This is an optimization exercise on Yosys and OpenROAD, whose aim is small area, not a production implementation.
The RTL was checked by simulation tests, not by an equivalence proof against the original design.
Power is estimated from default activity; no workload was simulated.

Design id_stage, start of the top module:
module id_stage (
	input  logic                          clock,
	input  logic                          rst_n,
	input  logic                          req,
	output logic                          ack,
	input  logic [31:0]                   inst,
	input  logic [31:0]                   ex_inst,
	input  logic [4:0]                    ex_dest,
	input  logic [31:0]                   mem_inst,
	input  logic [4:0]                    mem_dest,
	input  logic                          wb_en,
	input  logic [4:0]                    wb_idx,
	input  logic [31:0]                   wb_data,
	output logic [1:0]                    opa_sel,
	output logic [2:0]                    opb_sel,
	output logic [3:0]                    alu_func,
	output logic [4:0]                    dest_idx,
	output logic                          rd_mem,
	output logic                          wr_mem,
	output logic                          cond_branch,
	output logic                          uncond_branch,
	output logic                          halt,
	output logic                          illegal,
	output logic                          valid,
	output logic [31:0]                   rs1_value,
	output logic [31:0]                   rs2_value,
	output logic [31:0]                   imm,
	output logic [3:0]                    forward,
	output logic                          stall
);
	rv32_pkg::rv32_inst_t cur_inst;   
	logic [3:0]           fwd_in;     
	logic                 stall_in;
	logic                 ld, hold;   
	id_ctrl ctrl_0 (.clock, .rst_n, .req, .ack, .ld, .hold);
	hazard_unit hazard_0 (
		.cur_inst(inst), .cur_ex_inst(ex_inst), .cur_mem_inst(mem_inst),
		.cur_ex_dest(ex_dest), .cur_mem_dest(mem_dest),
		.forward(fwd_in), .stall(stall_in)
	);
	hold_word #(.W(32)) inst_q (.clock, .ld, .hold, .d(inst), .q(cur_inst));
	hold_word #(.W(4))  fwd_q  (.clock, .ld, .hold, .d(fwd_in), .q(forward));
	assign stall = forward[3] & (forward[1] | forward[0]);
	inst_decoder decoder_0 (
		.cur_inst, .stall,
		.opa_sel(opa_sel), .opb_sel(opb_sel), .alu_func(alu_func), .dest_idx,
  ...
clock: 5.0 ns
lec_check: 0
cap_margin: 20
core_margin: 2
core_utilization: 55
slew_margin: 20
synth_hierarchical: 1
standard.sh (not shown) runs the stock make flow with config.mk's settings and CLKGATE_MAP_FILE= SYNTH_SCRIPT=/design/flow/synth_recipe.tcl, a recipe that flattens the netlist after the stock synthesis.
==> flow/flow/run.sh <==
#!/bin/bash
# The standard layout (standard synthesis, floorplan, power grid,
# placement, CTS, routing) with two knobs changed:
#  - ports are buffered with the smallest buffer instead of a delay cell
#  - CTS does not add dummy loads
# make's full output goes to flow_make.log; each ORFS step keeps its own
# log under orfs/logs/.
set -euo pipefail
cd "$(dirname "${BASH_SOURCE[0]}")/.."
bash standard.sh \
	"BUFFER_PORTS_ARGS=-buffer_cell sky130_fd_sc_hd__buf_1" \
	"CTS_ARGS=-sink_clustering_enable -repair_clock_nets -dont_use_dummy_load" \
	finish > flow_make.log 2>&1
The first run ran to the end with violations: negative setup slack.
Change:
==> flow/run.sh (new file) <==
#!/bin/bash
# synth_recipe.tcl (not shown) runs the flow's synth.tcl, then flattens the netlist and writes it again
# the make line also repeats each setting of config.mk as NAME=value (left out here)
make -C /OpenROAD-flow-scripts/flow DESIGN_CONFIG=/design/flow/config.mk WORK_HOME=/design/flow/orfs CLKGATE_MAP_FILE= SYNTH_SCRIPT=/design/flow/synth_recipe.tcl finish
CORE_UTILIZATION = 40   (was 55)
CTS_BUF_LIST = sky130_fd_sc_hd__clkbuf_8   (was not set)
removed: flow/flow/run.sh
removed: flow/standard.sh
After rerunning: The changed run finished with negative setup slack left; worst setup slack is better by 89 ps; fmax went up slightly; routed wire length went up by a few percent; clock power went up by about a fifth; clock skew hardly moves; synthesized cell count stays the same; total power went up by a few percent; cell area went up by a little under a tenth; sequential share of layout area went down by 3.1 points; flip-flop and latch count does not change; hold slack is better by 4.5 ps.
Change:
==> flow/flow/run.sh (new file) <==
#!/bin/bash
# The standard layout (standard synthesis, floorplan, power grid,
# placement, CTS, routing) with two knobs changed:
#  - ports are buffered with the smallest buffer instead of a delay cell
#  - CTS does not add dummy loads
# make's full output goes to flow_make.log; each ORFS step keeps its own
# log under orfs/logs/.
set -euo pipefail
cd "$(dirname "${BASH_SOURCE[0]}")/.."
bash standard.sh \
	"BUFFER_PORTS_ARGS=-buffer_cell sky130_fd_sc_hd__buf_1" \
	"CTS_ARGS=-sink_clustering_enable -repair_clock_nets -dont_use_dummy_load" \
	finish > flow_make.log 2>&1
==> flow/standard.sh (new file) <==
#!/bin/bash
# synth_recipe.tcl (not shown) runs the flow's synth.tcl, then flattens the netlist and writes it again
# the make line also repeats each setting of config.mk as NAME=value (left out here)
make -C /OpenROAD-flow-scripts/flow DESIGN_CONFIG=/design/flow/config.mk WORK_HOME=/design/flow/orfs CLKGATE_MAP_FILE= SYNTH_SCRIPT=/design/flow/synth_recipe.tcl "${@:-finish}"
CTS_BUF_LIST = not set   (was sky130_fd_sc_hd__clkbuf_8)
removed: flow/run.sh
The changed run passed the timing, design-rule and antenna checks.
Via count went down slightly.
Clock power drops by roughly a tenth.
Wire length decreases slightly.
Die area is unchanged.
Clock skew went up by 8.0 ps.
Worst hold slack degrades by 5.4 ps.
Core utilization is lower by 3.0 points.
Non-clock buffer count is lower by 62.
Setup slack gains 34 ps.
Power drops by a few percent.


## S
id_stage, a different RTL version from the one above (not shown whole).
For scale: ~41000 sq um of cells after synthesis.
Design id_stage, start of the top module:
module id_stage (
	input  logic                          clock,
	input  logic                          rst_n,
	input  logic                          req,
	output logic                          ack,
	input  logic [31:0]                   inst,
	input  logic [31:0]                   ex_inst,
	input  logic [4:0]                    ex_dest,
	input  logic [31:0]                   mem_inst,
	input  logic [4:0]                    mem_dest,
	input  logic                          wb_en,
	input  logic [4:0]                    wb_idx,
	input  logic [31:0]                   wb_data,
	output logic [1:0]                    opa_sel,
	output logic [2:0]                    opb_sel,
	output logic [3:0]                    alu_func,
	output logic [4:0]                    dest_idx,
	output logic                          rd_mem,
	output logic                          wr_mem,
	output logic                          cond_branch,
	output logic                          uncond_branch,
	output logic                          halt,
	output logic                          illegal,
	output logic                          valid,
	output logic [31:0]                   rs1_value,
	output logic [31:0]                   rs2_value,
	output logic [31:0]                   imm,
	output logic [3:0]                    forward,
	output logic                          stall
);
	rv32_pkg::rv32_inst_t cur_inst;   
	logic [3:0]           fwd_in;     
	logic                 stall_in;
	logic                 ld, hold;   
	logic [4:0]           imm_fmt;    
	logic [23:0]          pre_in;     
	logic [23:0]          pre_q;      
	id_ctrl ctrl_0 (.clock, .rst_n, .req, .ack, .ld, .hold);
	hazard_unit hazard_0 (
  ...
Settings: LEC_CHECK=0, CAP_MARGIN=20, CORE_MARGIN=2, CORE_UTILIZATION=40, SLEW_MARGIN=20, SYNTH_HIERARCHICAL=1; clock period 5.0 ns.
==> flow/flow/run.sh <==
#!/bin/bash
# The standard layout (standard synthesis, floorplan, power grid,
# placement, CTS, routing) with these knobs changed:
#  - ports are buffered with the smallest buffer instead of a delay cell
#  - CTS does not add dummy loads and clusters up to 24 sinks within
#    80 um per leaf buffer
#  - timing-driven global placement keeps the resizer's changes only once
#    placement has spread out (overflow below 0.3), not from its first,
#    still-clumped pass
# make's full output goes to flow_make.log; each ORFS step keeps its own
# log under orfs/logs/.
set -euo pipefail
cd "$(dirname "${BASH_SOURCE[0]}")/.."
bash standard.sh \
	"BUFFER_PORTS_ARGS=-buffer_cell sky130_fd_sc_hd__buf_1" \
	"GPL_KEEP_OVERFLOW=0.3" \
	"CTS_ARGS=-sink_clustering_enable -repair_clock_nets -dont_use_dummy_load -sink_clustering_size 24 -sink_clustering_max_diameter 80" \
	finish > flow_make.log 2>&1
For R, these inputs were changed with respect to S:
-- flow/flow/run.sh --
<<< S, line 5
#  - CTS does not add dummy loads and clusters up to 24 sinks within
#    80 um per leaf buffer
>>> R, line 5
#  - CTS does not add dummy loads and clusters up to 28 sinks within
#    90 um per leaf buffer
<<< S, line 17
	"CTS_ARGS=-sink_clustering_enable -repair_clock_nets -dont_use_dummy_load -sink_clustering_size 24 -sink_clustering_max_diameter 80" \
>>> R, line 17
	"CTS_ARGS=-sink_clustering_enable -repair_clock_nets -dont_use_dummy_load -sink_clustering_size 28 -sink_clustering_max_diameter 90" \
### Flow results
Weighted congestion at the end of routability-driven global placement: R vs S identical. Cmp R vs S: clock skew lower in R. Taking S as the reference, in R total power shrank by about 1.3%; power density relative to cell area shrank by 1.1%; critical path arrival shrank by 0.04 ns; final standard cell utilization of the core held steady. R against S: power dissipated by switching net loads went down, final setup slack of the worst path climbed 0.039 ns, hold slack moved up. Final non-filler cell total delta (S -> R): insignificant.

## separate check: timing with driven ports
Ports are ideal in the flow. The routed layouts listed here were re-timed in OpenROAD. Step 1 assumes that a clkbuf_16 drives the clock port and a buf_2 every other input. Step 2 moves the port delays by t, midway between the first and last clock arrival at a register: inputs arrive t later, outputs are due t later. That takes back most of the time a late clock gives input paths. Three values: ideal ports, drivers, drivers and shift; two values: the first two.
| run | t, ns | slack for setup (ns) | worst setup path after step 2 |
|---|---|---|---|
| the first run of note 1 | 0.732 | -0.111 / -0.188 / 0.544 | register to output |
| the second run of note 1 | 0.939 | -0.022 / -0.093 / 0.846 | register to output |
| the third run of note 1 | 0.756 | 0.012 / -0.058 / 0.698 | register to output |
| S | 0.722 | 0.216 / 0.147 / 0.868 | register to output |
| R | 0.705 | 0.255 / 0.187 / 0.892 | register to output |
